From an optimization exercise on the open Yosys and OpenROAD flow, aimed at small area; shortcuts taken in it are not production practice. Only simulation tests tie the RTL to the original design; equivalence was not proved. Power figures rest on the tool's default switching activity, not on a simulated workload.

### flow/run.sh
#!/bin/bash
# Layout flow: the standard ORFS flow (standard.sh) with three changes:
#  - synthesis is synth_recipe.tcl unchanged except that Yosys's abc call maps the
#    combinational logic with flow/abc_area.script (area-oriented) instead of ORFS's
#    speed script; flip-flop mapping, flattening and renaming are untouched
#  - port buffers use the smallest buffer cell
#  - the clock tree uses clkbuf_8 sink clusters and no dummy loads
# Each tool's output goes to a log file in this folder.
set -euo pipefail
HERE=$(pwd)
ABC_SCRIPT=$HERE/flow/abc_area.script
source $HERE/flow/settings.sh

# ORFS synth.tcl with the abc script argument replaced
sed 's#^\(\s*\)log_cmd abc {\*}$abc_args#\1set abc_args [lreplace $abc_args 1 1 '"$ABC_SCRIPT"']\n&#' \
  $FLOW_HOME/scripts/synth.tcl > $HERE/synth_area.tcl
grep -q "lreplace \$abc_args 1 1 $ABC_SCRIPT" $HERE/synth_area.tcl
sed 's#source $::env(SCRIPTS_DIR)/synth.tcl#source '"$HERE"'/synth_area.tcl#' \
  $HERE/synth_recipe.tcl > $HERE/synth_recipe_area.tcl
grep -q "source $HERE/synth_area.tcl" $HERE/synth_recipe_area.tcl

export BUFFER_PORTS_ARGS="-buffer_cell sky130_fd_sc_hd__buf_1"
export CTS_ARGS="-sink_clustering_enable -repair_clock_nets -dont_use_dummy_load $CTS_EXTRA"
bash standard.sh SYNTH_SCRIPT=$HERE/synth_recipe_area.tcl finish > $HERE/standard.log 2>&1
### design.v
package vstu_pkg;
  typedef enum logic [1:0] {
    VSEW_8  = 2'd0,
    VSEW_16 = 2'd1,
    VSEW_32 = 2'd2,
    VSEW_64 = 2'd3
  } vsew_e;
  typedef logic [$clog2(8)-1:0] vinsn_id_t;
  typedef struct packed {
    vinsn_id_t             id;
    logic [8-1:0] vl;
    vsew_e                 vsew;
  } store_req_t;
  typedef logic [8-1:0] done_vec_t;
  typedef logic [4*8*8-1:0] vrf_word_t;
  typedef logic [7:0] burst_len_t;
  typedef struct packed {
    burst_len_t len;
  } burst_req_t;
  typedef struct packed {
    logic [8*8-1:0] data;
    logic [8-1:0]   strb;
    logic                         last;
  } w_beat_t;
endpackage
`timescale 1ns/1ps
module store_insn_queue (
  input  logic                 clk_i,
  input  logic                 rst_ni,
  input  vstu_pkg::store_req_t req_i,
  input  logic                 req_valid_i,
  output logic                 req_ready_o,
  input  vstu_pkg::done_vec_t  running_i,
  output vstu_pkg::store_req_t issue_o,
  output logic                 issue_valid_o,
  input  logic                 issue_done_i,
  input  logic                 b_valid_i,
  output logic                 b_ready_o,
  output logic                 store_pending_o,
  output logic                 store_complete_o,
  output vstu_pkg::done_vec_t  done_o
);
  localparam int unsigned DEPTH = 4;
  localparam int unsigned IDX_W = $clog2(DEPTH);
  localparam int unsigned PNT_W = IDX_W + 1;
  localparam int unsigned ID_W  = $clog2(8);
  localparam int unsigned REQ_W = ID_W + 8 + 2;
  logic [REQ_W-1:0] entries_q [0:DEPTH-1];
  logic [PNT_W-1:0] accept_pnt_q, issue_pnt_q, commit_pnt_q;
  vstu_pkg::done_vec_t running_q;
  logic                done_valid_q;
  logic                 full;
  logic                 accept;
  logic                 b_fire;
  logic [IDX_W-1:0]     done_idx;
  vstu_pkg::store_req_t done_entry;
  assign full = (accept_pnt_q[IDX_W] != commit_pnt_q[IDX_W]) &&
                (accept_pnt_q[IDX_W-1:0] == commit_pnt_q[IDX_W-1:0]);
  assign accept      = req_valid_i && !full && !running_q[req_i.id];
  assign req_ready_o = !full;
  assign issue_o       = entries_q[issue_pnt_q[IDX_W-1:0]];
  assign issue_valid_o = (accept_pnt_q != issue_pnt_q);
  assign b_ready_o        = (issue_pnt_q != commit_pnt_q);
  assign b_fire           = b_valid_i && b_ready_o;
  assign store_complete_o = b_fire;
  assign store_pending_o  = (accept_pnt_q != commit_pnt_q);
  assign done_idx   = commit_pnt_q[IDX_W-1:0] - 1'b1;
  assign done_entry = entries_q[done_idx];
  always_comb begin : p_done
    done_o = '0;
    if (done_valid_q) begin
      done_o[done_entry.id] = 1'b1;
    end
  end
  always_ff @(posedge clk_i or negedge rst_ni) begin
    if (!rst_ni) begin
      accept_pnt_q <= '0;
      issue_pnt_q  <= '0;
      commit_pnt_q <= '0;
      running_q    <= '0;
      done_valid_q <= 1'b0;
    end else begin
      accept_pnt_q <= accept_pnt_q + PNT_W'(accept);
      issue_pnt_q  <= issue_pnt_q + PNT_W'(issue_done_i);
      commit_pnt_q <= commit_pnt_q + PNT_W'(b_fire);
      running_q    <= (running_q & running_i) |
                      (accept ? (vstu_pkg::done_vec_t'(1) << req_i.id) : '0);
      done_valid_q <= b_fire;
    end
  end
  always_ff @(posedge clk_i) begin
    if (accept) begin
      entries_q[accept_pnt_q[IDX_W-1:0]] <= req_i;
    end
  end
endmodule
`timescale 1ns/1ps
module lane_operand_buffer (
  input  logic                                             clk_i,
  input  logic                                             rst_ni,
  input  logic [4-1:0][8*8-1:0] operand_i,
  input  logic [4-1:0]                        operand_valid_i,
  output logic [4-1:0]                        operand_ready_o,
  output vstu_pkg::vrf_word_t                              word_o,
  output logic                                             word_valid_o,
  input  logic                                             word_ready_i
);
  localparam int unsigned LANES  = 4;
  localparam int unsigned LANE_W = 8 * 8;
  logic [LANES-1:0] lane_valid;
  for (genvar l = 0; l < LANES; l++) begin : gen_lane
    logic              full_q;
    logic [LANE_W-1:0] data_q;
    logic [LANE_W-1:0] lane_d;
    assign lane_d = ({LANE_W{full_q}} & data_q) | ({LANE_W{!full_q}} & operand_i[l]);
    assign lane_valid[l]               = full_q || operand_valid_i[l];
    assign word_o[LANE_W*l +: LANE_W]  = lane_d;
    assign operand_ready_o[l]          = !full_q;
    always_ff @(posedge clk_i or negedge rst_ni) begin
      if (!rst_ni) begin
        full_q <= 1'b0;
      end else if (word_ready_i) begin
        full_q <= 1'b0;
      end else if (operand_valid_i[l]) begin
        full_q <= 1'b1;
      end
    end
    always_ff @(posedge clk_i) begin
      data_q <= lane_d;
    end
  end
  assign word_valid_o = &lane_valid;
endmodule
`timescale 1ns/1ps
module w_beat_packer (
  input  logic                 clk_i,
  input  logic                 rst_ni,
  input  vstu_pkg::store_req_t issue_i,
  input  logic                 issue_valid_i,
  output logic                 issue_done_o,
  input  vstu_pkg::vrf_word_t  word_i,
  input  logic                 word_valid_i,
  output logic                 word_ready_o,
  input  vstu_pkg::burst_req_t burst_i,
  input  logic                 burst_valid_i,
  output logic                 burst_ready_o,
  output vstu_pkg::w_beat_t    w_o,
  output logic                 w_valid_o,
  input  logic                 w_ready_i
);
  localparam int unsigned LANES     = 4;
  localparam int unsigned BUS_BYTES = 8;
  localparam int unsigned LANE_W    = 8 * 8;
  localparam int unsigned VL_W      = 8;
  logic [VL_W-1:0]      store_beat_q;
  vstu_pkg::burst_len_t beat_cnt_q;
  logic                 w_valid_q;
  logic [LANE_W-1:0]    w_data_q;
  logic [2:0]           w_top_q;
  logic                 w_last_q;
  logic [VL_W-1:0]      vl_m1;
  logic [VL_W-1:0]      last_beat;
  logic [2:0]           tail_top;
  logic                 store_end;
  logic                 burst_end;
  logic                 slot_free;
  logic                 beat_fire;
  logic [2:0]           top_d;
  logic [BUS_BYTES-1:0] strb_d;
  logic [LANES-1:0]     lane_sel;
  assign vl_m1 = issue_i.vl - 1'b1;
  always_comb begin : p_size
    unique case (issue_i.vsew)
      vstu_pkg::VSEW_8: begin
        last_beat = {3'b000, vl_m1[VL_W-1:3]};
        tail_top  = vl_m1[2:0];
      end
      vstu_pkg::VSEW_16: begin
        last_beat = {2'b00, vl_m1[VL_W-1:2]};
        tail_top  = {vl_m1[1:0], 1'b1};
      end
      vstu_pkg::VSEW_32: begin
        last_beat = {1'b0, vl_m1[VL_W-1:1]};
        tail_top  = {vl_m1[0], 2'b11};
      end
      default: begin
        last_beat = vl_m1;
        tail_top  = 3'b111;
      end
    endcase
  end
  assign store_end = (store_beat_q == last_beat);
  assign burst_end = (beat_cnt_q == burst_i.len);
  assign top_d     = store_end ? tail_top : 3'b111;
  assign slot_free = !w_valid_q || w_ready_i;
  assign beat_fire = issue_valid_i && word_valid_i && burst_valid_i && slot_free;
  assign burst_ready_o = beat_fire && burst_end;
  assign issue_done_o  = beat_fire && store_end;
  assign word_ready_o  = beat_fire && (store_end || (store_beat_q[1:0] == 2'(LANES - 1)));
  for (genvar b = 0; b < BUS_BYTES; b++) begin : gen_strb
    assign strb_d[b] = (3'(b) <= top_d);
  end
  for (genvar l = 0; l < LANES; l++) begin : gen_sel
    assign lane_sel[l] = (store_beat_q[1:0] == 2'(l));
  end
  logic [LANE_W-1:0] w_data_d;
  always_comb begin : p_data
    for (int b = 0; b < BUS_BYTES; b++) begin
      w_data_d[8*b +: 8] = {8{!slot_free}} & w_data_q[8*b +: 8];
      for (int l = 0; l < LANES; l++) begin
        w_data_d[8*b +: 8] = w_data_d[8*b +: 8] |
          ({8{slot_free && lane_sel[l] && strb_d[b]}} & word_i[LANE_W*l + 8*b +: 8]);
      end
    end
  end
  always_ff @(posedge clk_i or negedge rst_ni) begin
    if (!rst_ni) begin
      w_valid_q <= 1'b0;
    end else begin
      w_valid_q <= beat_fire || (w_valid_q && !w_ready_i);
    end
  end
  always_ff @(posedge clk_i) begin
    if (!issue_valid_i || (beat_fire && store_end)) begin
      store_beat_q <= '0;
    end else if (beat_fire) begin
      store_beat_q <= store_beat_q + 1'b1;
    end
    if (!issue_valid_i || (beat_fire && burst_end)) begin
      beat_cnt_q <= '0;
    end else if (beat_fire) begin
      beat_cnt_q <= beat_cnt_q + 1'b1;
    end
  end
  always_ff @(posedge clk_i) begin
    w_data_q <= w_data_d;
    if (slot_free) begin
      w_top_q  <= top_d;
      w_last_q <= burst_end;
    end
  end
  for (genvar b = 0; b < BUS_BYTES; b++) begin : gen_strb_o
    assign w_o.strb[b] = (3'(b) <= w_top_q);
  end
  assign w_o.data  = w_data_q;
  assign w_o.last  = w_last_q;
  assign w_valid_o = w_valid_q;
endmodule
`timescale 1ns/1ps
module vstu_top (
  input  logic                                             clk_i,
  input  logic                                             rst_ni,
  input  vstu_pkg::store_req_t                             req_i,
  input  logic                                             req_valid_i,
  output logic                                             req_ready_o,
  input  vstu_pkg::done_vec_t                              running_i,
  input  logic [4-1:0][8*8-1:0] operand_i,
  input  logic [4-1:0]                        operand_valid_i,
  output logic [4-1:0]                        operand_ready_o,
  input  vstu_pkg::burst_req_t                             burst_i,
  input  logic                                             burst_valid_i,
  output logic                                             burst_ready_o,
  output vstu_pkg::w_beat_t                                w_o,
  output logic                                             w_valid_o,
  input  logic                                             w_ready_i,
  input  logic                                             b_valid_i,
  output logic                                             b_ready_o,
  output logic                                             store_pending_o,
  output logic                                             store_complete_o,
  output vstu_pkg::done_vec_t                              done_o
);
  vstu_pkg::store_req_t issue;
  logic       issue_valid;
  logic       issue_done;
  vstu_pkg::vrf_word_t  word;
  logic       word_valid;
  logic       word_ready;
  store_insn_queue u_store_insn_queue (
    .clk_i           (clk_i),
    .rst_ni          (rst_ni),
    .req_i           (req_i),
    .req_valid_i     (req_valid_i),
    .req_ready_o     (req_ready_o),
    .running_i       (running_i),
    .issue_o         (issue),
    .issue_valid_o   (issue_valid),
    .issue_done_i    (issue_done),
    .b_valid_i       (b_valid_i),
    .b_ready_o       (b_ready_o),
    .store_pending_o (store_pending_o),
    .store_complete_o(store_complete_o),
    .done_o          (done_o)
  );
  lane_operand_buffer u_lane_operand_buffer (
    .clk_i          (clk_i),
    .rst_ni         (rst_ni),
    .operand_i      (operand_i),
    .operand_valid_i(operand_valid_i),
    .operand_ready_o(operand_ready_o),
    .word_o         (word),
    .word_valid_o   (word_valid),
    .word_ready_i   (word_ready)
  );
  w_beat_packer u_w_beat_packer (
    .clk_i        (clk_i),
    .rst_ni       (rst_ni),
    .issue_i      (issue),
    .issue_valid_i(issue_valid),
    .issue_done_o (issue_done),
    .word_i       (word),
    .word_valid_i (word_valid),
    .word_ready_o (word_ready),
    .burst_i      (burst_i),
    .burst_valid_i(burst_valid_i),
    .burst_ready_o(burst_ready_o),
    .w_o          (w_o),
    .w_valid_o    (w_valid_o),
    .w_ready_i    (w_ready_i)
  );
endmodule
### constraint.sdc
create_clock -name core_clock -period 8.0 [get_ports {clk_i}]
set_input_delay 1.6000 -clock core_clock [delete_from_list [all_inputs] [get_ports {clk_i}]]
set_output_delay 1.6000 -clock core_clock [all_outputs]
set_load 0.01 [all_outputs]
### config.mk
export PLATFORM = sky130hd
export DESIGN_NAME = vstu_top
export DESIGN_NICKNAME = vstu_top
export VERILOG_FILES = /design/flow/design.v
export SDC_FILE = /design/flow/constraint.sdc
export NUM_CORES = 4
export LEC_CHECK = 0
export CAP_MARGIN = 20
export CORE_MARGIN = 2
export CORE_UTILIZATION = 40
export SLEW_MARGIN = 20
### flow/abc_area.script
&get -n
&st
&dch
&nf -a
&put
topo
stime -c
### flow/settings.sh
CTS_EXTRA="-buf_list sky130_fd_sc_hd__clkbuf_16 -sink_clustering_size 30 -sink_clustering_max_diameter 60"
### standard.sh
#!/bin/bash
# synth_recipe.tcl (not shown) runs the flow's synth.tcl, then flattens the netlist and writes it again
# the make line also repeats each setting of config.mk as NAME=value (left out here)
make -C /OpenROAD-flow-scripts/flow DESIGN_CONFIG=/design/flow/config.mk WORK_HOME=/design/flow/orfs CLKGATE_MAP_FILE= SYNTH_SCRIPT=/design/flow/synth_recipe.tcl "${@:-finish}"
==> summary.txt, run 1 <==
status = no timing/DRC/antenna violations
Max-slew headroom = 20.5%
CTS sink cnt = 415
commonest non-fill, non-tap cell in the layout = buf_1
crit path DAT = 6.01 ns
syn_area_per_cell = 12.6 um2
synthesized area = 15600 um2
DRT met1 WL = 19.6 mm
unrepaired setup endpoints after global routing = false
Initial DRC Count = 532
full die area = 40700 um2
DR WL met2 = 21.6 mm
cell mode on critical path = clkinv_1
Core Box Area = 38600 um2
routed wl met3 = 2.54 mm
num rows = 72
Mapped Nets = 1557
sequential area share after synthesis = 57.4%
DRC = 0
number of fill cells = 3613
pwr/cell area = 446 nW/um2
CP max-delay cell = nor3_2
Syn Inst Count = 1243
Root Buffer = clkbuf_16
IO Count = 386
Setup Buffers After CTS = 0
CP cell instances = mux4_2, clkinv_1, ha_1, clkinv_1, o31a_1, or2_0, a221oi_1, a22oi_1, xnor2_1, o2111ai_1, nor3_2, nand2_1, a32oi_1, nand4_1
Syn-to-layout area delta = 20.6%
Worst path max stage delay = 0.87 ns
final core utilization = 48.8%
asr flop ratio synth = 5.54%
TNS Setup = 0 ns
Layout Nets = 1995
remaining antenna violation count = 0
period utilisation layout = 70.3%
DP Wirelength = 31.4 mm
Setup Skew = 0.0528 ns
most frequent cells in the layout = buf_1, dfxtp_1, mux2_1
Crit path buffers/inverters = 2
GRT Overall Usage = 21.5%
drt wl/cell = 20.4 um
PortBufs = 384
Tmin final = 5.62 ns
Die Span Y = 202 um
Max Cap Viol = 0
DR pass1 iterations = 6
WL final = 44.9 mm
first-pass GRT wire length = 67.6 mm
Max H-tree Level = 2
IR drop worst, VDD = 0.180 mV
Post-synth EDFFs = 56
type of origin of the critical path = register
final hold violation count = 0
post-CTS sizing = 0
hold buffer count at cts = 0
Seq cells post-synth = 415
leakage = 6.98 nW
vias in the first global route = 11830
die width = 202 um
GP Congestion = 0.807
via count = 11678
initial antenna violation count = 7
largest net degree at the start of global routing = 65
Initial Utilization = 40.5%
crit end category = register
total grt overflow = 0
Main synth FF type = dfxtp_1
required time of the critical path = 8.39 ns
synth warn = 3
Largest delay share family, worst path = simple AND/OR/NAND/NOR gates
share of layout cells above drive strength 1 = 5.06%
hold crit path type = register to register
drt via density = 5.30
CP max FO = 24
fmax = 178 MHz
final setup violating endpoints = 0
kind of critical path = register to register
Worst-Skew Late Latency = 0.53 ns
CTS tree = done
Top Metal Used = met4
Slew Viols, Final = 0
worst slew pin tran = 1.18 ns
Netlist cell types = 48
clock buffer depth = 3
cts bufs inserted = 35
Clock Pin Slew Worst Setup and Hold Paths = 0.06 ns
## cell type report
class                      count  area (um2)  share of cell area (%)
clock buffer                  35         876                    4.64
multi-input combinational    801        6650                    35.2
inverter                      24        90.1                   0.477
sequential                   415        9000                    47.7
timing repair buffer         404        1600                    8.47
antenna                        8        20.0                   0.106
tap                          518         648                    3.43
## where the power goes
part | internal (mW) | switching (mW) | leakage, nW
clock network | 0.773 | 0.712 | 0.431
registers | 3.15 | 0.449 | 3.62
logic | 1.43 | 1.90 | 2.93
## registers in the layout, indices dropped and copies added (netlist names)
name                                   cells
u_lane_operand_buffer.gen_lane.data_q    256
u_lane_operand_buffer.gen_lane.full_q      4
u_store_insn_queue.accept_pnt_q            3
u_store_insn_queue.commit_pnt_q            3
u_store_insn_queue.done_valid_q            1
u_store_insn_queue.entries_q              52
u_store_insn_queue.issue_pnt_q             3
u_store_insn_queue.running_q               8
u_w_beat_packer.beat_cnt_q                 8
u_w_beat_packer.store_beat_q               8
u_w_beat_packer.w_data_q                  64
u_w_beat_packer.w_last_q                   1
u_w_beat_packer.w_top_q                    3
u_w_beat_packer.w_valid_q                  1
## layer usage
layer / global-route usage (%) / vias up
li1: - / 5565
met4: 7.17 / 0
met3: 4.26 / 64
met1: 27.9 / 5704
met5: 0 / -
met2: 36.1 / 345
## final timing paths
path	slack, ns	startpoint	cells past startpoint	endpoint
worst max-delay path	2.38	u_store_insn_queue.issue_pnt_q[0]	14	u_w_beat_packer.w_data_q[42]
worst min-delay path	0.46	u_lane_operand_buffer.gen_lane[3].data_q[54]	1	u_lane_operand_buffer.gen_lane[3].data_q[54]
worst max register to register	2.38	u_store_insn_queue.issue_pnt_q[0]	14	u_w_beat_packer.w_data_q[42]
worst min register to register	0.46	u_lane_operand_buffer.gen_lane[3].data_q[54]	1	u_lane_operand_buffer.gen_lane[3].data_q[54]
max in group asynchronous	6.69	rst_ni	2	u_lane_operand_buffer.gen_lane[2].full_q
min in group asynchronous	1.03	rst_ni	2	u_store_insn_queue.running_q[7]
## cell families (layout without fill, tap and decap cells)
kind of cell,after synthesis,count (layout),share of synthesized area (%)
compound gates,164,164,8.13
mux,272,272,20.6
other cells,1,9,0.0240
simple gates,310,310,9.70
flops,415,415,57.4
fa+ha+maj,19,19,1.52
xor+xnor,35,35,1.96
buf+inv,27,463,0.696
## metrics by stage
step / setup slack, ns / hold WS (ns) / total power, mW / instances / instance area (um2)
after floorplan: 1.45 / 0.432 / 5.84 / 1243 / 15600
after global placement: 2.12 / 0.444 / 6.87 / 2161 / 17900
after detailed placement: 2.36 / 0.451 / 6.99 / 2162 / 18000
after CTS: 2.37 / 0.466 / 8.49 / 2197 / 18800
after global routing: 1.73 / 0.479 / 8.99 / 2202 / 18900
final: 2.38 / 0.461 / 8.41 / 2205 / 18900
## cell usage after synthesis (23+ instances only)
cell type	number	area (um2)
nand4_1	30	188
dfrtp_1	23	576
edfxtp_1	56	1680
xnor2_1	25	219
nand3_1	96	480
a32oi_1	26	228
mux2_1	256	2880
nand2_1	80	300
dfxtp_1	336	6730
nor2_1	38	143
clkinv_1	24	90.1
a22oi_1	73	548
==> inputs of run 2 (changes only) <==
==> flow/settings.sh (replaced) <==
CTS_EXTRA="-buf_list sky130_fd_sc_hd__clkbuf_8 -sink_clustering_size 20 -sink_clustering_max_diameter 50"
==> run 2 against run 1 <==
  * Critical path depth unchanged
  * Via count about the same
  * Non-clock buffer count unchanged
  * Utilization down 0.68 points
  * Worst setup slack about the same
  * Clock skew up 0.00082 ns
  * Register-to-register slack about the same
  * Flip-flop and latch count unchanged
  * Design area down 1.4%
  * Global-route usage up 0.063 points
  * Synthesized area unchanged
  * Clock power down about 20%
  * Critical endpoint unchanged
  * Highest routed layer unchanged
==> summary.txt, run 2 <==
fmax = 178 MHz (about the same)
Core Box Area = 38600 um2 (unchanged)
Max-slew headroom = 16.9% (-3.6 points)
period utilisation layout = 70.3% (about the same)
Flop pwr share = 44.4% (+1.6 points)
share of the synthesized area in the top cell type = 43.0% (unchanged)
post-CTS sizing = 0 (unchanged)
Worst path max stage delay = 0.84 ns (-0.03 ns)
initial antenna violation count = 6 (-1)
Seq cells post-synth = 415 (unchanged)
internal reg-to-reg setup slack = 2.38 ns (about the same)
IR drop worst, VDD = 0.169 mV (-6.5%)
vias in the first global route = 11818 (-0.10%)
final core utilization = 48.2% (-0.68 points)
syn_area_per_cell = 12.6 um2 (unchanged)
Syn-to-layout area delta = 19.0%
full die area = 40700 um2 (unchanged)
number of flip-flops in the largest register = 256 (unchanged)
Post-synth EDFFs = 56 (unchanged)
Clock Pin Slew Worst Setup and Hold Paths = 0.07 ns (about the same)
Netlist cell types = 48 (unchanged)
CTS sink cnt = 415 (unchanged)
DR pass1 iterations = 5 (-1)
kind of critical path = register to register
Biggest register = u_lane_operand_buffer.gen_lane.data_q
CP max FO = 24 (unchanged)
GP Congestion = 0.807 (unchanged)
crit path DAT = 6.11 ns (+0.10 ns)
asr flop ratio synth = 5.54% (unchanged)
Worst-Skew Late Latency = 0.63 ns (+0.10 ns)
hold slack = 0.461 ns (-0.000322 ns)
most common cell in the synthesized netlist = dfxtp_1
Layout Nets = 2005 (+0.50%)
num rows = 72 (unchanged)
Synth Area in XOR/XNOR = 1.96% (unchanged)
hold crit path type = register to register
Tmin final = 5.62 ns (+0.000470 ns)
Synth area leader = dfxtp_1
status = no timing/DRC/antenna violations
largest family of logic cells by synthesized area = multiplexers
synth warn = 3 (unchanged)
die width = 202 um (unchanged)
Root Buffer = clkbuf_8
Int Pwr = 5.08 mW (-5.1%)
sw frac = 37.5% (+1.1 points)
TNS Setup = 0 ns (unchanged)
Initial Utilization = 40.5% (unchanged)
Crit path buffers/inverters = 2 (unchanged)
crit end category = register
clock power share = 14.7% (-3.0 points)
total grt overflow = 0 (unchanged)
Synth area leaders = dfxtp_1, mux2_1, edfxtp_1, dfrtp_1, a22oi_1
Comb power frac = 40.9% (+1.4 points)
hold buffer count at cts = 0 (unchanged)
drt via density = 5.27 (-0.40%)
CP max-delay cell = dfrtp_1
Slew Viols, Final = 0 (unchanged)
post-synthesis mux area share = 20.6% (unchanged)
CP cell instances = mux4_2, clkinv_1, ha_1, clkinv_1, o31a_1, or2_0, a221oi_1, a22oi_1, xnor2_1, o2111ai_1, nor3_4, nand2_1, a32oi_1, nand4_1
Sw Pwr = 3.04 mW (-0.71%)
Setup Skew = 0.0536 ns (+0.000823 ns)
final setup violating endpoints = 0 (unchanged)
share of layout cells above drive strength 1 = 5.62% (+0.56 points)
Largest delay share family, worst path = simple AND/OR/NAND/NOR gates
largest net degree at the start of global routing = 65 (unchanged)
Max H-tree Level = 2 (unchanged)
DRC = 0 (unchanged)
Syn Inst Count = 1243 (unchanged)
Mapped Nets = 1557 (unchanged)
CTS tree = done
type of origin of the critical path = register
DP Wirelength = 31.4 mm (unchanged)
via count = 11673 (-0.043%)
Die Span Y = 202 um (unchanged)
Main synth FF type = dfxtp_1
Synth Area in Adders = 1.52% (unchanged)
synthesized area = 15600 um2 (unchanged)
PortBufs = 384 (unchanged)
WL final = 44.9 mm (about the same)
sequential area share after synthesis = 57.4% (unchanged)
Max Cap Viol = 0 (unchanged)
GRT Overall Usage = 21.6% (+0.063 points)
most frequent cells in the layout = buf_1, dfxtp_1, mux2_1
Compound-Gate Fraction of Synth Area = 8.13% (unchanged)
final hold violation count = 0 (unchanged)
Setup Buffers After CTS = 0 (unchanged)
Synth Area in Simple Gates = 9.70% (unchanged)
number of fill cells = 3645 (+0.89%)
cell mode on critical path = clkinv_1
required time of the critical path = 8.48 ns (+0.09 ns)
leakage = 6.87 nW (-1.5%)
top post-synthesis cells by count = dfxtp_1, mux2_1, nand3_1
IO Count = 386 (unchanged)
cts bufs inserted = 45 (+29%)
remaining antenna violation count = 0 (unchanged)
Initial DRC Count = 462 (-13%)
drt wl/cell = 20.3 um (-0.40%)
worst slew pin tran = 1.24 ns (+0.0540 ns)
commonest non-fill, non-tap cell in the layout = buf_1
unrepaired setup endpoints after global routing = false
clock buffer depth = 3 (unchanged)
pwr/cell area = 436 nW/um2 (-2.2%)
first-pass GRT wire length = 67.5 mm (-0.13%)
==> run 2: cell counts after synthesis <==
Identical to the previous run, type by type.
==> run 2: power groups by stage <==
stage	Sequential, mW	Clock [mW]	Combinational, mW
2_1_floorplan	3.69	0	2.15
3_3_place_gp	3.62	0	3.25
3_5_place_dp	3.66	0	3.33
4_1_cts	3.61	1.24	3.34
5_1_grt	3.71	1.32	3.66
6_report	3.60	1.19	3.32
==> run 2: metrics by stage <==
| stage | worst slack [ns] | instances | cell area (um2) | total power, mW |
|---|---|---|---|---|
| 2_1_floorplan | 1.45 | 1243 | 15600 | 5.84 |
| 3_3_place_gp | 2.12 | 2161 | 17900 | 6.87 |
| 3_5_place_dp | 2.36 | 2162 | 18000 | 6.99 |
| 4_1_cts | 2.36 | 2207 | 18600 | 8.20 |
| 5_1_grt | 1.68 | 2212 | 18600 | 8.69 |
| 6_report | 2.38 | 2213 | 18600 | 8.12 |
==> run 2: logic make-up after synthesis <==
group / after synthesis
DFF: 415
and+or+nand+nor: 310
muxes: 272
AOI/OAI and AO/OA: 164
xor gates and xnor gates: 35
buffers and inverters: 27
adders and majority gates: 19
other: 1
==> run 2: final cells by class <==
class	instances	area, um2	share of cell area [%]
sequential	415	9000	48.3
multi-input combinational	801	6650	35.7
timing repair buffer	404	1600	8.59
tap	518	648	3.48
clock buffer	45	619	3.33
inverter	24	90.1	0.484
antenna	6	15.0	0.0807
==> run 2: worst paths after layout <==
path	startpoint	to	cells after the start
max	u_store_insn_queue.issue_pnt_q[0]	u_w_beat_packer.w_data_q[42]	14
min	u_lane_operand_buffer.gen_lane[3].data_q[54]	u_lane_operand_buffer.gen_lane[3].data_q[54]	1
max reg2reg	u_store_insn_queue.issue_pnt_q[0]	u_w_beat_packer.w_data_q[42]	14
min reg2reg	u_lane_operand_buffer.gen_lane[3].data_q[54]	u_lane_operand_buffer.gen_lane[3].data_q[54]	1
max in group asynchronous	rst_ni	u_lane_operand_buffer.gen_lane[2].full_q	2
min in group asynchronous	rst_ni	u_store_insn_queue.running_q[3]	2
==> run 2: worst register-to-register path, delay by kind of cell (launching register included) <==
kind | cells | cell delay, ns
AND/OR/NAND/NOR | 4 | 1.97
AO/OA/AOI/OAI | 5 | 1.44
flip-flops | 1 | 0.84
multiplexers | 1 | 0.67
buffers and inverters | 2 | 0.22
adder cells (fa/ha/maj) | 1 | 0.19
XOR/XNOR | 1 | 0.17
==> run 2: metal layers <==
layer	wire length, um	GRT usage, %	part of all wire (%)
met1	19800	28.0	44
met2	21300	35.6	47
met3	2660	4.90	5.9
met4	1100	7.27	2.5
met5	0	0	0
==> inputs of run 3 (changes only) <==
==> flow/settings.sh (replaced) <==
CTS_EXTRA="-buf_list sky130_fd_sc_hd__clkbuf_8 -sink_clustering_size 18 -sink_clustering_max_diameter 80"
==> run 3 against run 2 <==
  * Design area fell by 1.2%
  * Clock skew increased by 0.0027 ns
  * Die area did not move
  * Non-clock buffer count did not move
  * Fmax is 0.35% higher
  * Critical path depth did not move
  * Total power down 3.0%
  * Global-route usage down 0.33 points
  * Routed wire length decreased by 0.48%
  * Clock power down 19%
  * Largest cell class unchanged
==> summary.txt, run 3 <==
status = no timing/DRC/antenna violations
Initial DRC Count = 458 (-0.87%)
required time of the critical path = 8.52 ns (+0.04 ns)
share of layout cells above drive strength 1 = 4.67% (-0.96 points)
period utilisation layout = 70.1% (-0.25 points)
Layout Nets = 1988 (-0.85%)
Syn-to-layout area delta = 17.5%
CP max-delay cell = dfrtp_1
Mapped Nets = 1557 (unchanged)
drt wl/cell = 20.3 um (+0.24%)
CTS tree = done
Syn Inst Count = 1243 (unchanged)
Worst path max stage delay = 0.85 ns (about the same)
GRT Overall Usage = 21.3% (-0.33 points)
instance area after placement = 18000 um2 (unchanged)
Max Cap Viol = 0 (unchanged)
remaining antenna violation count = 0 (unchanged)
DR pass1 iterations = 5 (unchanged)
Worst Setup EP = u_w_beat_packer.w_data_q[44]
full die area = 40700 um2 (unchanged)
type of origin of the critical path = register
commonest non-fill, non-tap cell in the layout = buf_1
Seq cells post-synth = 415 (unchanged)
Setup crit start = u_store_insn_queue.issue_pnt_q[0]
DRT met1 WL = 19.9 mm (+0.34%)
Top Metal Used = met4
r2r worst-path depth = 14 (unchanged)
sequential area share after synthesis = 57.4% (unchanged)
Core Box Area = 38600 um2 (unchanged)
cell mode on critical path = clkinv_1
Post-synth EDFFs = 56 (unchanged)
crit end category = register
Setup Buffers After CTS = 0 (unchanged)
Tmin final = 5.60 ns (-0.0198 ns)
DR WL met2 = 21.3 mm (about the same)
TNS Setup = 0 ns (unchanged)
Biggest register = u_lane_operand_buffer.gen_lane.data_q
WL final = 44.6 mm (-0.48%)
vias in the first global route = 11738 (-0.68%)
Clock Pin Slew Worst Setup and Hold Paths = 0.11 ns (+0.04 ns)
Reg-to-Reg Start = u_store_insn_queue.issue_pnt_q[0]
fmax = 178 MHz (+0.35%)
CP cell instances = mux4_2, clkinv_1, ha_1, clkinv_1, o31a_1, or2_0, a221oi_1, a22oi_1, xnor2_1, o2111ai_1, nor3_4, nand2_1, a32oi_1, nand4_1
final setup violating endpoints = 0 (unchanged)
syn_area_per_cell = 12.6 um2 (unchanged)
hold buffer count at cts = 0 (unchanged)
clock buffer depth = 3 (unchanged)
drt via density = 5.28 (+0.19%)
kind of critical path = register to register
CP max FO = 24 (unchanged)
Netlist cell types = 48 (unchanged)
top post-synthesis cells by count = dfxtp_1, mux2_1, nand3_1
Initial Utilization = 40.5% (unchanged)
initial antenna violation count = 6 (unchanged)
GP Congestion = 0.807 (unchanged)
Die Span Y = 202 um (unchanged)
IR drop worst, VDD = 0.178 mV (+5.4%)
number of flip-flops in the largest register = 256 (unchanged)
CTS sink cnt = 415 (unchanged)
IO Count = 386 (unchanged)
post-CTS sizing = 0 (unchanged)
Hold Crit Start = u_store_insn_queue.running_q[7]
Main synth FF type = dfxtp_1
Root Buffer = clkbuf_8
Synth area leader = dfxtp_1
Synth area leaders = dfxtp_1, mux2_1, edfxtp_1, dfrtp_1, a22oi_1
first-pass GRT wire length = 67.1 mm (-0.51%)
share of the synthesized area in the top cell type = 43.0% (unchanged)
unrepaired setup endpoints after global routing = false
DRC = 0 (unchanged)
final hold violation count = 0 (unchanged)
Max-slew headroom = 20.6% (+3.7 points)
final core utilization = 47.6% (-0.60 points)
via count = 11611 (-0.53%)
leakage = 6.75 nW (-1.8%)
total grt overflow = 0 (unchanged)
crit path DAT = 6.13 ns (+0.02 ns)
routed wl met3 = 2.44 mm (-8.2%)
Setup Skew = 0.0563 ns (+0.00271 ns)
most common cell in the synthesized netlist = dfxtp_1
DP Wirelength = 31.4 mm (unchanged)
synth warn = 3 (unchanged)
die width = 202 um (unchanged)
pwr/cell area = 428 nW/um2 (-1.8%)
num rows = 72 (unchanged)
Critical R2R Capture = u_w_beat_packer.w_data_q[44]
Slew Viols, Final = 0 (unchanged)
largest net degree at the start of global routing = 65 (unchanged)
internal reg-to-reg setup slack = 2.40 ns (+0.02 ns)
Worst-Skew Late Latency = 0.64 ns (about the same)
Final Cell Area = 18400 um2 (-1.2%)
Max H-tree Level = 1 (-1)
asr flop ratio synth = 5.54% (unchanged)
worst slew pin tran = 1.18 ns (-0.0554 ns)
cts bufs inserted = 28 (-38%)
PortBufs = 384 (unchanged)
hold crit path type = register to register
most frequent cells in the layout = buf_1, dfxtp_1, mux2_1
synthesized area = 15600 um2 (unchanged)
[run 3: metrics by stage]
stage | total power, mW | setup WS [ns] | cells | hold WS, ns
global placement | 6.87 | 2.12 | 2161 | 0.444
floorplan | 5.84 | 1.45 | 1243 | 0.432
finish | 7.87 | 2.40 | 2197 | 0.470
global route | 8.44 | 1.68 | 2195 | 0.490
detailed placement | 6.99 | 2.36 | 2162 | 0.451
CTS | 7.95 | 2.37 | 2190 | 0.475
[run 3: cell families (layout without fill, tap and decap cells)]
logic type | count (synthesis) | count (layout) | synth area share (%)
flops | 415 | 415 | 57.4
simple gates | 310 | 310 | 9.70
mux | 272 | 272 | 20.6
compound gates | 164 | 164 | 8.13
xor+xnor | 35 | 35 | 1.96
buf+inv | 27 | 456 | 0.696
fa+ha+maj | 19 | 19 | 1.52
other cells | 1 | 8 | 0.0240
[run 3: final cells by class]
type                    instances  area (um2)
diodes                          7        17.5
clock buffers                  28         385
fillers                      3657       20300
inverters                      24        90.1
multi-input cells             801        6650
flip-flops and latches        415        9000
well taps                     518         648
repair buffers                404        1600
[run 3: how the worst min path moves through the flow]
stage	end	slack (ns)	cells past startpoint
after detailed placement	u_lane_operand_buffer.gen_lane[3].data_q[54]	0.45	1
final	u_store_insn_queue.running_q[7]	0.47	2
after global placement	u_lane_operand_buffer.gen_lane[3].data_q[34]	0.44	1
after CTS	u_lane_operand_buffer.gen_lane[3].data_q[24]	0.47	1
after floorplan	u_store_insn_queue.running_q[7]	0.43	2
after global routing	u_lane_operand_buffer.gen_lane[3].data_q[58]	0.49	1
[run 3: power by group]
group	internal [mW]	leakage [nW]	switching, mW
combinational	1.43	2.93	1.89
clock	0.314	0.201	0.646
sequential	3.14	3.62	0.447
total	4.88	6.75	2.98
[run 3: worst max-delay path: cells and delay by family, from the launching register on]
kind	cells	cell delay [ns]
and+or+nand+nor	4	1.95
AOI/OAI and AO/OA	5	1.46
DFF	1	0.85
muxes	1	0.67
buffers and inverters	2	0.22
adders and majority gates	1	0.19
xor gates and xnor gates	1	0.17
[run 3: per-layer routing]
metal / global-route usage (%) / vias up
met5: 0 / -
met4: 6.59 / 0
met3: 3.45 / 56
met2: 36.0 / 357
met1: 27.9 / 5662
li1: - / 5536
==> inputs of run 4 (changes only) <==
==> flow/settings.sh (replaced) <==
CTS_EXTRA="-buf_list sky130_fd_sc_hd__clkbuf_8 -sink_clustering_size 16 -sink_clustering_max_diameter 60"
==> run 4 against run 3 <==
  * Still clean
  * Non-clock buffer count did not move
  * Routed wire length is 0.13% higher
  * Utilization grew 0.30 points
  * Critical path depth did not move
  * Fmax down 0.25%
  * Worst hold slack worse by 0.014 ns
  * Cell count increased by 0.27%
  * Critical endpoint is now u_w_beat_packer.w_data_q[43]
==> summary.txt, run 4 <==
commonest non-fill, non-tap cell in the layout = buf_1
pwr/cell area = 432 nW/um2 (+0.95%)
DP Wirelength = 31.4 mm (unchanged)
Max H-tree Level = 2 (+1)
Mapped Nets = 1557 (unchanged)
drt via density = 5.26 (-0.43%)
Netlist cell types = 48 (unchanged)
WL final = 44.7 mm (+0.13%)
total power = 7.99 mW (+1.6%)
min setup slack post-route = 2.38 ns (-0.0138 ns)
CP max-delay cell = nor3_2
Core Box Area = 38600 um2 (unchanged)
Syn Inst Count = 1243 (unchanged)
leakage = 6.82 nW (+0.96%)
Main synth FF type = dfxtp_1
IR drop worst, VDD = 0.189 mV (+6.2%)
Setup Skew = 0.0713 ns (+0.0149 ns)
final hold violation count = 0 (unchanged)
largest net degree at the start of global routing = 65 (unchanged)
kind of critical path = register to register
share of layout cells above drive strength 1 = 5.18% (+0.51 points)
Post-synth EDFFs = 56 (unchanged)
initial antenna violation count = 3 (-3)
Synth area leaders = dfxtp_1, mux2_1, edfxtp_1, dfrtp_1, a22oi_1
Worst path max stage delay = 0.87 ns (+0.02 ns)
sequential area share after synthesis = 57.4% (unchanged)
synth warn = 3 (unchanged)
CTS tree = done
DRC = 0 (unchanged)
crit path DAT = 6.08 ns (-0.05 ns)
Tmin final = 5.62 ns (+0.0138 ns)
period utilisation layout = 70.2% (+0.17 points)
total grt overflow = 0 (unchanged)
Initial DRC Count = 474 (+3.5%)
IO Count = 386 (unchanged)
Syn-to-layout area delta = 18.2%
required time of the critical path = 8.46 ns (-0.06 ns)
via count = 11593 (-0.16%)
Largest delay share family, worst path = simple AND/OR/NAND/NOR gates
cell mode on critical path = clkinv_1
Root Buffer = clkbuf_8
vias in the first global route = 11796 (+0.49%)
Synth area leader = dfxtp_1
post-CTS sizing = 0 (unchanged)
share of the synthesized area in the top cell type = 43.0% (unchanged)
Setup Buffers After CTS = 0 (unchanged)
final setup violating endpoints = 0 (unchanged)
most frequent cells in the layout = buf_1, dfxtp_1, mux2_1
Initial Utilization = 40.5% (unchanged)
Max Cap Viol = 0 (unchanged)
pre-CTS setup slack = 2.36 ns (unchanged)
die width = 202 um (unchanged)
DR pass1 iterations = 7 (+2)
Biggest register = u_lane_operand_buffer.gen_lane.data_q
number of flip-flops in the largest register = 256 (unchanged)
fmax = 178 MHz (-0.25%)
synthesized area = 15600 um2 (unchanged)
first-pass GRT wire length = 67.5 mm (+0.53%)
status = no timing/DRC/antenna violations
clock buffer depth = 3 (unchanged)
cts bufs inserted = 37 (+32%)
hold buffer count at cts = 0 (unchanged)
Crit path buffers/inverters = 2 (unchanged)
worst slew pin tran = 1.21 ns (+0.0326 ns)
crit end category = register
Slew Viols, Final = 0 (unchanged)
GRT Overall Usage = 21.6% (+0.32 points)
most common cell in the synthesized netlist = dfxtp_1
GP Congestion = 0.807 (unchanged)
Die Span Y = 202 um (unchanged)
type of origin of the critical path = register
num rows = 72 (unchanged)
Max-slew headroom = 18.4% (-2.2 points)
asr flop ratio synth = 5.54% (unchanged)
Clock Pin Slew Worst Setup and Hold Paths = 0.07 ns (-0.04 ns)
remaining antenna violation count = 0 (unchanged)
hold crit path type = register to register
Layout Nets = 1997 (+0.45%)
unrepaired setup endpoints after global routing = false
Seq cells post-synth = 415 (unchanged)
TNS Setup = 0 ns (unchanged)
top post-synthesis cells by count = dfxtp_1, mux2_1, nand3_1
PortBufs = 384 (unchanged)
full die area = 40700 um2 (unchanged)
number of fill cells = 3655 (-0.055%)
drt wl/cell = 20.3 um (-0.15%)
CP max FO = 24 (unchanged)
CP cell instances = mux4_2, clkinv_1, ha_1, clkinv_1, o31a_1, or2_0, a221oi_1, a22oi_1, xnor2_1, o2111ai_1, nor3_2, nand2_1, a32oi_1, nand4_1
CTS sink cnt = 415 (unchanged)
syn_area_per_cell = 12.6 um2 (unchanged)
Worst-Skew Late Latency = 0.61 ns (-0.03 ns)
-- run 4: path summary, 6_finish.rpt --
check                                                        from                                 end  slack, ns  cells after the start
max in group asynchronous                                  rst_ni     u_store_insn_queue.running_q[7]       6.74                      2
worst min register to register    u_store_insn_queue.running_q[7]     u_store_insn_queue.running_q[7]       0.46                      2
worst max-delay path            u_store_insn_queue.issue_pnt_q[0]        u_w_beat_packer.w_data_q[43]       2.38                     14
worst min-delay path              u_store_insn_queue.running_q[7]     u_store_insn_queue.running_q[7]       0.46                      2
min in group asynchronous                                  rst_ni  u_store_insn_queue.accept_pnt_q[0]       0.96                      2
worst max register to register  u_store_insn_queue.issue_pnt_q[0]        u_w_beat_packer.w_data_q[43]       2.38                     14
-- run 4: logic make-up (layout without fill, tap and decap cells) --
| group | Yosys count | in the layout | share of synthesized area (%) |
|---|---|---|---|
| other | 1 | 5 | 0.0240 |
| AOI/OAI and AO/OA | 164 | 164 | 8.13 |
| buffers and inverters | 27 | 465 | 0.696 |
| and+or+nand+nor | 310 | 310 | 9.70 |
| xor gates and xnor gates | 35 | 35 | 1.96 |
| DFF | 415 | 415 | 57.4 |
| adders and majority gates | 19 | 19 | 1.52 |
| muxes | 272 | 272 | 20.6 |
-- run 4: metal layers --
layer,global-route usage (%),vias to the layer above,part of all wire (%)
met5,0,-,0
met4,6.64,0,2.4
met3,4.77,64,5.5
met2,36.0,324,48
met1,28.0,5654,45
li1,-,5551,-
-- run 4: worst reg2reg max path: cells and delay by family, from the launching register on --
family,cells,cell delay [ns]
AND/OR/NAND/NOR,4,1.98
AO/OA/AOI/OAI,5,1.44
flip-flops,1,0.84
multiplexers,1,0.67
buffers and inverters,2,0.22
adder cells (fa/ha/maj),1,0.19
XOR/XNOR,1,0.17
-- run 4: area by class of cell --
cell class,count,area (um2),area share [%]
Antenna cell,4,10.0,0.0541
Sequential cell,415,9000,48.6
Timing Repair Buffer,404,1600,8.64
Tap cell,518,648,3.50
Multi-Input combinational cell,801,6650,35.9
Inverter,24,90.1,0.487
Clock buffer,37,509,2.75
-- run 4: report_power, final --
group | switching [mW] | total [mW] | internal, mW
Clock | 0.668 | 1.08 | 0.415
Sequential | 0.447 | 3.59 | 3.15
Combinational | 1.89 | 3.32 | 1.43
Total | 3.01 | 7.99 | 4.99
-- run 4: metrics by stage --
stage                     hold WS, ns  std cells  util [%]  area (um2)
after global placement          0.444       2161      46.4       17900
final                           0.455       2203      47.9       18500
after floorplan                 0.432       1243         -       15600
after global routing            0.486       2201      47.9       18500
after detailed placement        0.451       2162      46.5       18000
after CTS                       0.468       2199      47.8       18500
==> inputs of run 5 (changes only) <==
==> flow/abc_area.script (replaced) <==
strash
dch -f
amap
topo
stime -c
==> flow/settings.sh (replaced) <==
CTS_EXTRA="-buf_list sky130_fd_sc_hd__clkbuf_8 -sink_clustering_size 17 -sink_clustering_max_diameter 80"
==> run 5 against run 4 <==
  * Worst hold slack worse by 0.00054 ns
  * First-iteration DRC count grew 54%
  * Non-clock buffer count is 3 lower
  * Highest routed layer is now met5
  * Design area is 3.5% lower
  * Worst setup slack got worse by 0.93 ns
  * Clock power decreased by 11%
  * Synthesized cell count grew 26%
  * Via count rose by 16%
==> summary.txt, run 5 <==
type of origin of the critical path = register
top post-synthesis cells by count = dfxtp_1, clkinv_1, o22ai_1
period utilisation layout = 81.9% (+12 points)
num rows = 71 (-1.4%)
Initial Utilization = 40.5% (about the same)
post-CTS sizing = 0 (unchanged)
DR pass1 iterations = 5 (-2)
Layout Nets = 2315 (+16%)
Worst path max stage delay = 0.84 ns (-0.03 ns)
initial antenna violation count = 14 (+11)
kind of critical path = register to register
Worst Hold Path Cells = 2 (unchanged)
final core utilization = 47.5% (-0.35 points)
Core Box Area = 37600 um2 (-2.8%)
Initial DRC Count = 728 (+54%)
share of the synthesized area in the top cell type = 44.2% (+1.2 points)
synthesized area = 15200 um2 (-2.8%)
Max H-tree Level = 1 (-1)
cts bufs inserted = 29 (-22%)
hold crit path type = register to register
Main synth FF type = dfxtp_1
Biggest register = u_lane_operand_buffer.gen_lane.data_q
IR drop worst, VDD = 0.165 mV (-13%)
final setup violating endpoints = 0 (unchanged)
r2r worst-path depth = 23 (+9)
via count = 13391 (+16%)
Synth area leader = dfxtp_1
CP cell instances = clkinv_1, buf_4, o22ai_1, a22o_1, nand2_1, or2_0, nor3_1, nor2_1, a21oi_1, o22a_1, o22ai_1, a22oi_1, o2111ai_1, a2111oi_0, nand2_1, nor4_1, buf_4, clkinv_1, nor3_1, or2_0, nor2_1, a211oi_1, o221ai_1
Post-synth EDFFs = 56 (unchanged)
largest net degree at the start of global routing = 69 (+6.2%)
Die Span Y = 199 um (-1.4%)
asr flop ratio synth = 5.54% (unchanged)
full die area = 39600 um2 (-2.7%)
clock buffer depth = 3 (unchanged)
Netlist cell types = 36 (-25%)
final std cells w/o fill = 2525 (+15%)
Seq cells post-synth = 415 (unchanged)
drt via density = 5.30 (+0.78%)
Mapped Nets = 1886 (+21%)
number of flip-flops in the largest register = 256 (unchanged)
pwr/cell area = 423 nW/um2 (-2.0%)
leakage = 6.25 nW (-8.3%)
share of layout cells above drive strength 1 = 2.75% (-2.4 points)
PortBufs = 384 (unchanged)
status = no timing/DRC/antenna violations
GP Congestion = 0.877 (+8.6%)
hold buffer count at cts = 0 (unchanged)
die width = 199 um (-1.4%)
Tmin final = 6.55 ns (+0.931 ns)
Worst-Skew Late Latency = 0.63 ns (+0.02 ns)
unrepaired setup endpoints after global routing = false
total grt overflow = 0 (unchanged)
CP max FO = 24 (unchanged)
commonest non-fill, non-tap cell in the layout = buf_1
crit end category = register
drt wl/cell = 19.8 um (-2.3%)
DRC = 0 (unchanged)
GRT Overall Usage = 23.9% (+2.3 points)
final hold violation count = 0 (unchanged)
CP max-delay cell = dfrtp_1
Root Buffer = clkbuf_8
synth warn = 3 (unchanged)
Syn Inst Count = 1572 (+26%)
WP depth = 23 (+9)
Setup Skew = 0.0461 ns (-0.0252 ns)
internal reg-to-reg setup slack = 1.45 ns (-0.93 ns)
required time of the critical path = 8.48 ns (+0.02 ns)
Placed Instances = 2481 (+15%)
Max Cap Viol = 0 (unchanged)
Syn-to-layout area delta = 17.3%
sequential area share after synthesis = 59.0% (+1.6 points)
CTS tree = done
TNS Setup = 0 ns (unchanged)
Max-slew headroom = 32.1% (+14 points)
Largest delay share family, worst path = simple AND/OR/NAND/NOR gates
syn_area_per_cell = 9.68 um2 (-23%)
DP Wirelength = 34.1 mm (+8.8%)
CTS sink cnt = 415 (unchanged)
first-pass GRT wire length = 72.5 mm (+7.4%)
crit path DAT = 7.03 ns (+0.95 ns)
WL final = 50.0 mm (+12%)
vias in the first global route = 12592 (+6.7%)
Clock Pin Slew Worst Setup and Hold Paths = 0.11 ns (+0.04 ns)
most frequent cells in the layout = buf_1, dfxtp_1, clkinv_1
most common cell in the synthesized netlist = dfxtp_1
Synth area leaders = dfxtp_1, o22ai_1, edfxtp_1, clkinv_1, nor2_1
IO Count = 386 (unchanged)
Slew Viols, Final = 0 (unchanged)
remaining antenna violation count = 0 (unchanged)
fmax = 153 MHz (-14%)
Setup Buffers After CTS = 0 (unchanged)
Crit path buffers/inverters = 4 (+2)
worst slew pin tran = 1.01 ns (-0.204 ns)
==> run 5: metal layers <==
layer,track usage (%),part of all wire (%)
met4,10.1,3.5
met2,38.9,46
met3,5.74,7.5
met5,0,0.16
met1,30.4,43
==> run 5: cell families (layout without fill, tap and decap cells) <==
kind of cell             count (synthesis)  in the layout  synth area share, %
other                                    1             16               0.0246
AND/OR/NAND/NOR                        300            300                 8.36
buffers and inverters                  334            761                 8.29
AO/OA/AOI/OAI                          503            503                 22.7
flip-flops                             415            415                 59.0
adder cells (fa/ha/maj)                 19             19                 1.56
==> run 5: power breakdown <==
part	internal, mW	leakage [nW]	switching (mW)
sequential	3.08	3.61	0.367
clock	0.324	0.209	0.638
combinational	1.09	2.43	2.06
total	4.49	6.25	3.07
==> run 5: path summary, 6_finish.rpt <==
check                                                        startpoint                                            to
setup / recovery                      u_store_insn_queue.issue_pnt_q[0]                  u_w_beat_packer.w_data_q[12]
hold / removal             u_lane_operand_buffer.gen_lane[0].data_q[46]  u_lane_operand_buffer.gen_lane[0].data_q[46]
setup reg to reg                      u_store_insn_queue.issue_pnt_q[0]                  u_w_beat_packer.w_data_q[12]
hold reg to reg            u_lane_operand_buffer.gen_lane[0].data_q[46]  u_lane_operand_buffer.gen_lane[0].data_q[46]
max in group asynchronous                                        rst_ni               u_store_insn_queue.running_q[7]
min in group asynchronous                                        rst_ni               u_store_insn_queue.running_q[6]
==> run 5: cell type report <==
type	instances	area, um2
Antenna cell	15	37.5
Clock buffer	29	399
Fill cell	3723	19700
Sequential cell	415	8990
Multi-Input combinational cell	823	4980
Timing Repair Buffer	401	1570
Inverter	331	1240
Tap cell	511	639
==> run 5: worst min-delay path, delay by kind of cell, from the launching register on <==
family                 cells  cell delay, ns
flip-flops                 1            0.31
AO/OA/AOI/OAI              1            0.07
buffers and inverters      1            0.05
==> run 5: through the flow <==
step / power (mW) / instance area [um2] / setup WS, ns / hold slack, ns
after global placement: 6.51 / 17400 / 1.95 / 0.430
after floorplan: 5.55 / 15200 / 1.45 / 0.422
after detailed placement: 6.60 / 17400 / 1.64 / 0.435
final: 7.56 / 17900 / 1.45 / 0.455
after CTS: 7.56 / 17800 / 1.56 / 0.459
after global routing: 8.07 / 17800 / 0.874 / 0.476
==> inputs of run 6 (changes only) <==
==> flow/abc_area.script (replaced) <==
strash
dch -f
amap -F 8 -A 16
topo
stime -c
--- a/config.mk
+++ b/config.mk
@@ -8,4 +8,4 @@
 export CAP_MARGIN = 20
 export CORE_MARGIN = 2
-export CORE_UTILIZATION = 40
+export CORE_UTILIZATION = 65
 export SLEW_MARGIN = 20
==> run 6 against run 5 <==
  * Largest power group unchanged
  * Routed wire length fell by 9.8%
  * Largest cell class unchanged
  * Worst hold slack improved by 0.0064 ns
  * Combinational power rose by 4%
  * Still clean
  * Synthesized cell count fell by 18%
==> summary.txt, run 6 <==
syn_area_per_cell = 11.5 um2 (+18%)
crit path DAT = 6.80 ns (-0.23 ns)
IO Count = 386 (unchanged)
Critical R2R Capture = u_w_beat_packer.w_data_q[12]
Syn Inst Count = 1291 (-18%)
top post-synthesis cells by count = dfxtp_1, clkinv_1, o22a_1
share of layout cells above drive strength 1 = 3.03% (+0.28 points)
full die area = 24000 um2 (-39%)
DRC = 0 (unchanged)
remaining antenna violation count = 0 (unchanged)
Largest delay share family, worst path = simple AND/OR/NAND/NOR gates
Clock Pin Slew Worst Setup and Hold Paths = 0.10 ns (about the same)
worst slew pin tran = 0.976 ns (-0.0335 ns)
initial antenna violation count = 3 (-11)
Reg-to-Reg Start = u_store_insn_queue.issue_pnt_q[0]
type of origin of the critical path = register
IR drop worst, VDD = 0.243 mV (+48%)
Biggest register = u_lane_operand_buffer.gen_lane.data_q
Setup Buffers After CTS = 0 (unchanged)
CP max FO = 24 (unchanged)
total grt overflow = 0 (unchanged)
Worst-Skew Late Latency = 0.59 ns (-0.04 ns)
Post-synth EDFFs = 56 (unchanged)
fmax = 157 MHz (+3.2%)
status = no timing/DRC/antenna violations
Synth area leaders = dfxtp_1, edfxtp_1, o22a_1, a222oi_1, clkinv_1
largest net degree at the start of global routing = 66 (-4.3%)
Hold Crit Start = u_lane_operand_buffer.gen_lane[1].data_q[42]
leakage = 6.03 nW (-3.6%)
post-CTS sizing = 0 (unchanged)
CP max-delay cell = dfrtp_1
Netlist cell types = 40 (+11%)
pwr/cell area = 450 nW/um2 (+6.3%)
Initial Utilization = 65.7% (+25 points)
hold slack = 0.461 ns (+0.00643 ns)
WL final = 45.2 mm (-9.8%)
r2r worst-path depth = 19 (-17%)
WHS Endpoint = u_lane_operand_buffer.gen_lane[1].data_q[42]
Setup Skew = 0.0449 ns (-0.00122 ns)
hold buffer count at cts = 0 (unchanged)
period utilisation layout = 79.4% (-2.5 points)
PortBufs = 384 (unchanged)
clock buffer depth = 3 (unchanged)
CP cell instances = clkinv_1, o22ai_1, o22ai_1, clkinv_1, ha_1, clkinv_1, nor3_1, nor3b_1, a21oi_1, a222oi_1, a21oi_1, a221oi_1, nand4_1, nor3_1, nand3_1, nor3_1, nor2_1, a222oi_1, o221ai_1
crit end category = register
required time of the critical path = 8.45 ns (-0.03 ns)
synth warn = 3 (unchanged)
GRT Overall Usage = 36.5% (+13 points)
Max-slew headroom = 34.7% (+2.5 points)
Max H-tree Level = 1 (unchanged)
Layout Nets = 2030 (-12%)
Crit path buffers/inverters = 3 (-1)
DR pass1 iterations = 8 (+3)
most frequent cells in the layout = buf_1, dfxtp_1, o22a_1
final std cells w/o fill = 2003 (-21%)
pre-CTS setup slack = 1.81 ns (+0.179 ns)
die width = 155 um (-22%)
multi-input logic area = 5060 um2 (+1.7%)
commonest non-fill, non-tap cell in the layout = buf_1
drt via density = 6.48 (+22%)
TNS Setup = 0 ns (unchanged)
Seq cells post-synth = 415 (unchanged)
drt wl/cell = 22.5 um (+14%)
instance area after placement = 16700 um2 (-4.2%)
Syn-to-layout area delta = 15.5%
final hold violation count = 0 (unchanged)
Final Cell Area = 17100 um2 (-4.4%)
Placed Instances = 1971 (-21%)
Seq. cell area = 8990 um2 (unchanged)
Initial DRC Count = 1453 (+100%)
min setup slack post-route = 1.65 ns (+0.200 ns)
hold crit path type = register to register
vias in the first global route = 12372 (-1.7%)
Mapped Nets = 1605 (-15%)
number of flip-flops in the largest register = 256 (unchanged)
Tmin final = 6.35 ns (-0.200 ns)
asr flop ratio synth = 5.54% (unchanged)
Slew Viols, Final = 0 (unchanged)
num rows = 55 (-23%)
via count = 12981 (-3.1%)
most common cell in the synthesized netlist = dfxtp_1
kind of critical path = register to register
Max Cap Viol = 0 (unchanged)
unrepaired setup endpoints after global routing = false
Main synth FF type = dfxtp_1
sequential area share after synthesis = 60.7% (+1.7 points)
DP Wirelength = 30.5 mm (-11%)
Worst Hold Path Cells = 2 (unchanged)
synthesized area = 14800 um2 (-2.8%)
Synth area leader = dfxtp_1
internal reg-to-reg setup slack = 1.65 ns (+0.20 ns)
cts bufs inserted = 28 (-3.4%)
Root Buffer = clkbuf_8
final setup violating endpoints = 0 (unchanged)
Die Span Y = 155 um (-22%)
first-pass GRT wire length = 68.2 mm (-5.9%)
Worst path max stage delay = 0.82 ns (-0.02 ns)
GP Congestion = 0.864 (-1.5%)
share of the synthesized area in the top cell type = 45.5% (+1.3 points)
CTS tree = done
CTS sink cnt = 415 (unchanged)
Core Box Area = 22500 um2 (-40%)
number of fill cells = 1652 (-56%)
-- run 6: cell types whose count changed after synthesis, sizes merged, moves of 63 or more --
cell | previous run | this run
o22a | 1 | 192
a222oi | 0 | 73
nor2 | 199 | 76
clkinv | 331 | 194
a211oi | 69 | 6
o22ai | 300 | 104
-- run 6: logic make-up (layout without fill, tap and decap cells) --
family,Yosys count,in the layout,share of synthesized area (%)
other,1,5,0.0253
and+or+nand+nor,148,148,4.46
AOI/OAI and AO/OA,510,510,28.1
buffers and inverters,197,620,5.05
adders and majority gates,19,19,1.61
DFF,415,415,60.7
xor gates and xnor gates,1,1,0.0592
-- run 6: area by class of cell --
class | count | area share, %
clock buffers | 28 | 2.26
inverters | 194 | 4.26
diodes | 4 | 0.0586
well taps | 285 | 2.09
multi-input cells | 679 | 29.7
repair buffers | 398 | 9.05
flip-flops and latches | 415 | 52.6
-- run 6: routing by layer --
metal	GRT usage, %	part of all wire (%)	routed length [um]	vias to the layer above
li1	-	-	-	5923
met1	47.2	39	17500	6182
met2	61.0	47	21400	733
met3	5.74	8.7	3940	141
met4	16.3	5.0	2260	2
met5	0	0.027	12	-
-- run 6: worst max-delay path by stage --
stage                                      startpoint                            to  cells after the start
floorplan                                   w_ready_i                 burst_ready_o                      3
global placement    u_store_insn_queue.issue_pnt_q[0]   u_w_beat_packer.w_data_q[9]                     19
detailed placement  u_store_insn_queue.issue_pnt_q[0]  u_w_beat_packer.w_data_q[10]                     19
CTS                 u_store_insn_queue.issue_pnt_q[0]  u_w_beat_packer.w_data_q[12]                     19
global route        u_store_insn_queue.issue_pnt_q[0]   u_w_beat_packer.w_data_q[9]                     19
finish              u_store_insn_queue.issue_pnt_q[0]  u_w_beat_packer.w_data_q[12]                     19
-- run 6: through the flow --
stage / util [%] / power [mW]
final: 75.9 / 7.69
after detailed placement: 74.1 / 6.72
after global placement: 74.1 / 6.58
after global routing: 75.9 / 8.14
after floorplan: - / 5.70
after CTS: 75.9 / 7.62
-- run 6: worst register-to-register path, cell delays in order (launching register included) --
cell,delay [ns]
dfrtp_1,0.82
clkinv_1,0.74
o22ai_1,0.31
o22ai_1,0.11
clkinv_1,0.13
ha_1,0.16
clkinv_1,0.09
nor3_1,0.31
nor3b_1,0.29
a21oi_1,0.17
a222oi_1,0.41
a21oi_1,0.15
a221oi_1,0.29
nand4_1,0.12
nor3_1,0.30
nand3_1,0.30
nor3_1,0.63
nor2_1,0.31
a222oi_1,0.40
o221ai_1,0.18
-- run 6: power by group --
| part | switching, mW | internal [mW] |
|---|---|---|
| Clock | 0.608 | 0.314 |
| Combinational | 1.98 | 1.30 |
| Sequential | 0.400 | 3.09 |
| Total | 2.99 | 4.70 |
==> inputs of run 7 (changes only) <==
--- a/config.mk
+++ b/config.mk
@@ -8,4 +8,5 @@
 export CAP_MARGIN = 20
 export CORE_MARGIN = 2
-export CORE_UTILIZATION = 65
+export CORE_UTILIZATION = 40
+export GPL_TIMING_DRIVEN = 0
 export SLEW_MARGIN = 20
==> run 7 against run 6 <==
  * Critical path type unchanged
  * Still clean
  * Worst setup slack got worse by 0.69 ns
  * Sequential share of layout area decreased by 0.86 points
  * Largest power group unchanged
  * Design area increased by 1.8%
  * Combinational power about the same
  * Flip-flop and latch count unchanged
  * Total power increased by 0.69%
  * Cell count increased by 9.1%
  * Worst hold slack got worse by 0.0023 ns
==> summary.txt, run 7 <==
status = no timing/DRC/antenna violations
CTS tree = done
worst slew pin tran = 0.944 ns (-0.0320 ns)
Int Pwr = 4.70 mW (about the same)
crit path DAT = 7.53 ns (+0.73 ns)
Placed Instances = 2149 (+9.0%)
asr flop ratio synth = 5.54% (unchanged)
Synth area leaders = dfxtp_1, edfxtp_1, o22a_1, a222oi_1, clkinv_1
Synth Area in Simple Gates = 4.46% (unchanged)
hold crit path type = register to register
post-synthesis mux area share = 0% (unchanged)
Synth Area in Adders = 1.61% (unchanged)
most frequent cells in the layout = buf_1, dfxtp_1, o22a_1
synth warn = 3 (unchanged)
unrepaired setup endpoints after global routing = false
leakage = 6.03 nW (about the same)
post-CTS sizing = 0 (unchanged)
DP Wirelength = 32.3 mm (+5.8%)
Reg-to-Reg Start = u_store_insn_queue.issue_pnt_q[0]
Tmin final = 7.04 ns (+0.695 ns)
Crit path buffers/inverters = 3 (unchanged)
Worst Setup EP = u_w_beat_packer.w_data_q[8]
hold buffer count at cts = 0 (unchanged)
total grt overflow = 0 (unchanged)
Syn-to-layout area delta = 17.5%
final setup violating endpoints = 0 (unchanged)
Main synth FF type = dfxtp_1
Die Span Y = 196 um (+27%)
min setup slack post-route = 0.956 ns (-0.695 ns)
initial antenna violation count = 11 (+8)
Post-synth EDFFs = 56 (unchanged)
Root Buffer = clkbuf_8
remaining antenna violation count = 0 (unchanged)
WP depth = 19 (unchanged)
Netlist cell types = 40 (unchanged)
share of layout cells above drive strength 1 = 2.93% (-0.11 points)
num rows = 70 (+27%)
via count = 12466 (-4.0%)
r2r worst-path depth = 19 (unchanged)
internal reg-to-reg setup slack = 0.96 ns (-0.69 ns)
Comb power frac = 42.3% (-0.3 points)
Seq cells post-synth = 415 (unchanged)
largest family of logic cells by synthesized area = compound AO/OA/AOI/OAI gates
first-pass GRT wire length = 72.3 mm (+6.0%)
Setup Buffers After CTS = 0 (unchanged)
clock buffer depth = 3 (unchanged)
final std cells w/o fill = 2185 (+9.1%)
commonest non-fill, non-tap cell in the layout = buf_1
Max H-tree Level = 1 (unchanged)
Slew Viols, Final = 0 (unchanged)
Setup Skew = 0.0253 ns (-0.0195 ns)
Synth Area in XOR/XNOR = 0.0592% (unchanged)
full die area = 38500 um2 (+61%)
die width = 196 um (+27%)
CP cell instances = clkinv_1, o22ai_1, o22ai_1, clkinv_1, ha_1, clkinv_1, nor3_1, nor3b_1, a21oi_1, a222oi_1, a21oi_1, a221oi_1, nand4_1, nor3_1, nand3_1, nor3_1, nor2_1, a222oi_1, o221ai_1
pre-CTS setup slack = 1.04 ns (-0.779 ns)
top post-synthesis cells by count = dfxtp_1, clkinv_1, o22a_1
Mapped Nets = 1605 (unchanged)
Initial DRC Count = 1025 (-29%)
number of flip-flops in the largest register = 256 (unchanged)
Compound-Gate Fraction of Synth Area = 28.1% (unchanged)
instance area after placement = 17000 um2 (+1.8%)
most common cell in the synthesized netlist = dfxtp_1
period utilisation layout = 88.1% (+8.7 points)
Final Cell Area = 17400 um2 (+1.8%)
crit end category = register
Max-slew headroom = 36.8% (+2.1 points)
drt via density = 5.71 (-12%)
Worst Hold Path Cells = 2 (unchanged)
Flop pwr share = 45.4% (about the same)
fmax = 142 MHz (-9.9%)
largest net degree at the start of global routing = 78 (+18%)
IO Count = 386 (unchanged)
syn_area_per_cell = 11.5 um2 (unchanged)
DRC = 0 (unchanged)
share of the synthesized area in the top cell type = 45.5% (unchanged)
drt wl/cell = 22.4 um (-0.57%)
number of fill cells = 3519 (+110%)
Biggest register = u_lane_operand_buffer.gen_lane.data_q
Largest delay share family, worst path = simple AND/OR/NAND/NOR gates
Syn Inst Count = 1291 (unchanged)
Layout Nets = 2025 (-0.25%)
CTS sink cnt = 415 (unchanged)
type of origin of the critical path = register
clock power share = 12.3% (+0.3 points)
GP Congestion = 0.824 (-4.6%)
Critical R2R Capture = u_w_beat_packer.w_data_q[8]
sequential area share after synthesis = 60.7% (unchanged)
Setup crit start = u_store_insn_queue.issue_pnt_q[0]
GRT Overall Usage = 24.4% (-12 points)
kind of critical path = register to register
synthesized area = 14800 um2 (unchanged)
Synth area leader = dfxtp_1
IR drop worst, VDD = 0.213 mV (-12%)
Sw Pwr = 3.04 mW (+1.6%)
Max Cap Viol = 0 (unchanged)
required time of the critical path = 8.48 ns (+0.03 ns)
DR pass1 iterations = 6 (-2)
Worst path max stage delay = 0.93 ns (+0.11 ns)
vias in the first global route = 12239 (-1.1%)
CP max FO = 24 (unchanged)
Worst-Skew Late Latency = 0.63 ns (+0.04 ns)
[run 7: cell counts after synthesis]
Identical to the previous run, type by type.
[run 7: through the flow]
| stage | TNS (ns) | hold WS [ns] | utilization (%) | total power [mW] |
|---|---|---|---|---|
| 6_report | 0 | 0.459 | 47.6 | 7.74 |
| 2_1_floorplan | 0 | 0.422 | - | 5.70 |
| 3_3_place_gp | -0.0976 | 0.431 | 46.1 | 6.70 |
| 4_1_cts | 0 | 0.459 | 47.5 | 7.77 |
| 3_5_place_dp | 0 | 0.436 | 46.5 | 6.82 |
| 5_1_grt | 0 | 0.484 | 47.6 | 8.27 |
[run 7: tightest hold or removal path, delay by kind of cell, from the launching register on]
family                 cells  cell delay [ns]
buffers and inverters      1             0.04
AOI/OAI and AO/OA          1             0.07
DFF                        1             0.32
[run 7: worst min path at each step]
stage                                                      start                                           end  slack (ns)
floorplan           u_lane_operand_buffer.gen_lane[1].data_q[15]  u_lane_operand_buffer.gen_lane[1].data_q[15]        0.42
finish              u_lane_operand_buffer.gen_lane[1].data_q[20]  u_lane_operand_buffer.gen_lane[1].data_q[20]        0.46
global route        u_lane_operand_buffer.gen_lane[3].data_q[30]  u_lane_operand_buffer.gen_lane[3].data_q[30]        0.48
global placement    u_lane_operand_buffer.gen_lane[1].data_q[38]  u_lane_operand_buffer.gen_lane[1].data_q[38]        0.43
detailed placement  u_lane_operand_buffer.gen_lane[1].data_q[31]  u_lane_operand_buffer.gen_lane[1].data_q[31]        0.44
CTS                  u_lane_operand_buffer.gen_lane[1].data_q[1]   u_lane_operand_buffer.gen_lane[1].data_q[1]        0.46
[run 7: cells by family after synthesis]
| logic type | Yosys count |
|---|---|
| xor gates and xnor gates | 1 |
| buffers and inverters | 197 |
| DFF | 415 |
| adders and majority gates | 19 |
| AOI/OAI and AO/OA | 510 |
| and+or+nand+nor | 148 |
| other | 1 |
[run 7: final cells by class]
cell class	count	area, um2	share of cell area [%]
antenna	8	20.0	0.115
buffer	3	18.8	0.108
clock buffer	28	385	2.22
inverter	194	753	4.33
multi-input combinational	679	5080	29.2
sequential	415	9000	51.8
tap	468	586	3.37
timing repair buffer	390	1550	8.89
[run 7: power groups by stage]
stage	combinational, mW	sequential (mW)	clock (mW)
2_1_floorplan	2.15	3.55	0
3_3_place_gp	3.11	3.59	0
3_5_place_dp	3.26	3.56	0
4_1_cts	3.27	3.51	0.980
5_1_grt	3.61	3.61	1.05
6_report	3.27	3.52	0.951
[run 7: layer usage]
metal  vias to the layer above  wire (um)  part of all wire [%]  global-route usage [%]
met5                         -         66                  0.13                       0
met4                        10       1600                   3.3                    8.08
met3                        94       3580                   7.3                    5.29
met2                       430      23000                    47                    40.9
met1                      6007      20700                    42                    31.3
li1                       5925          -                     -                       -
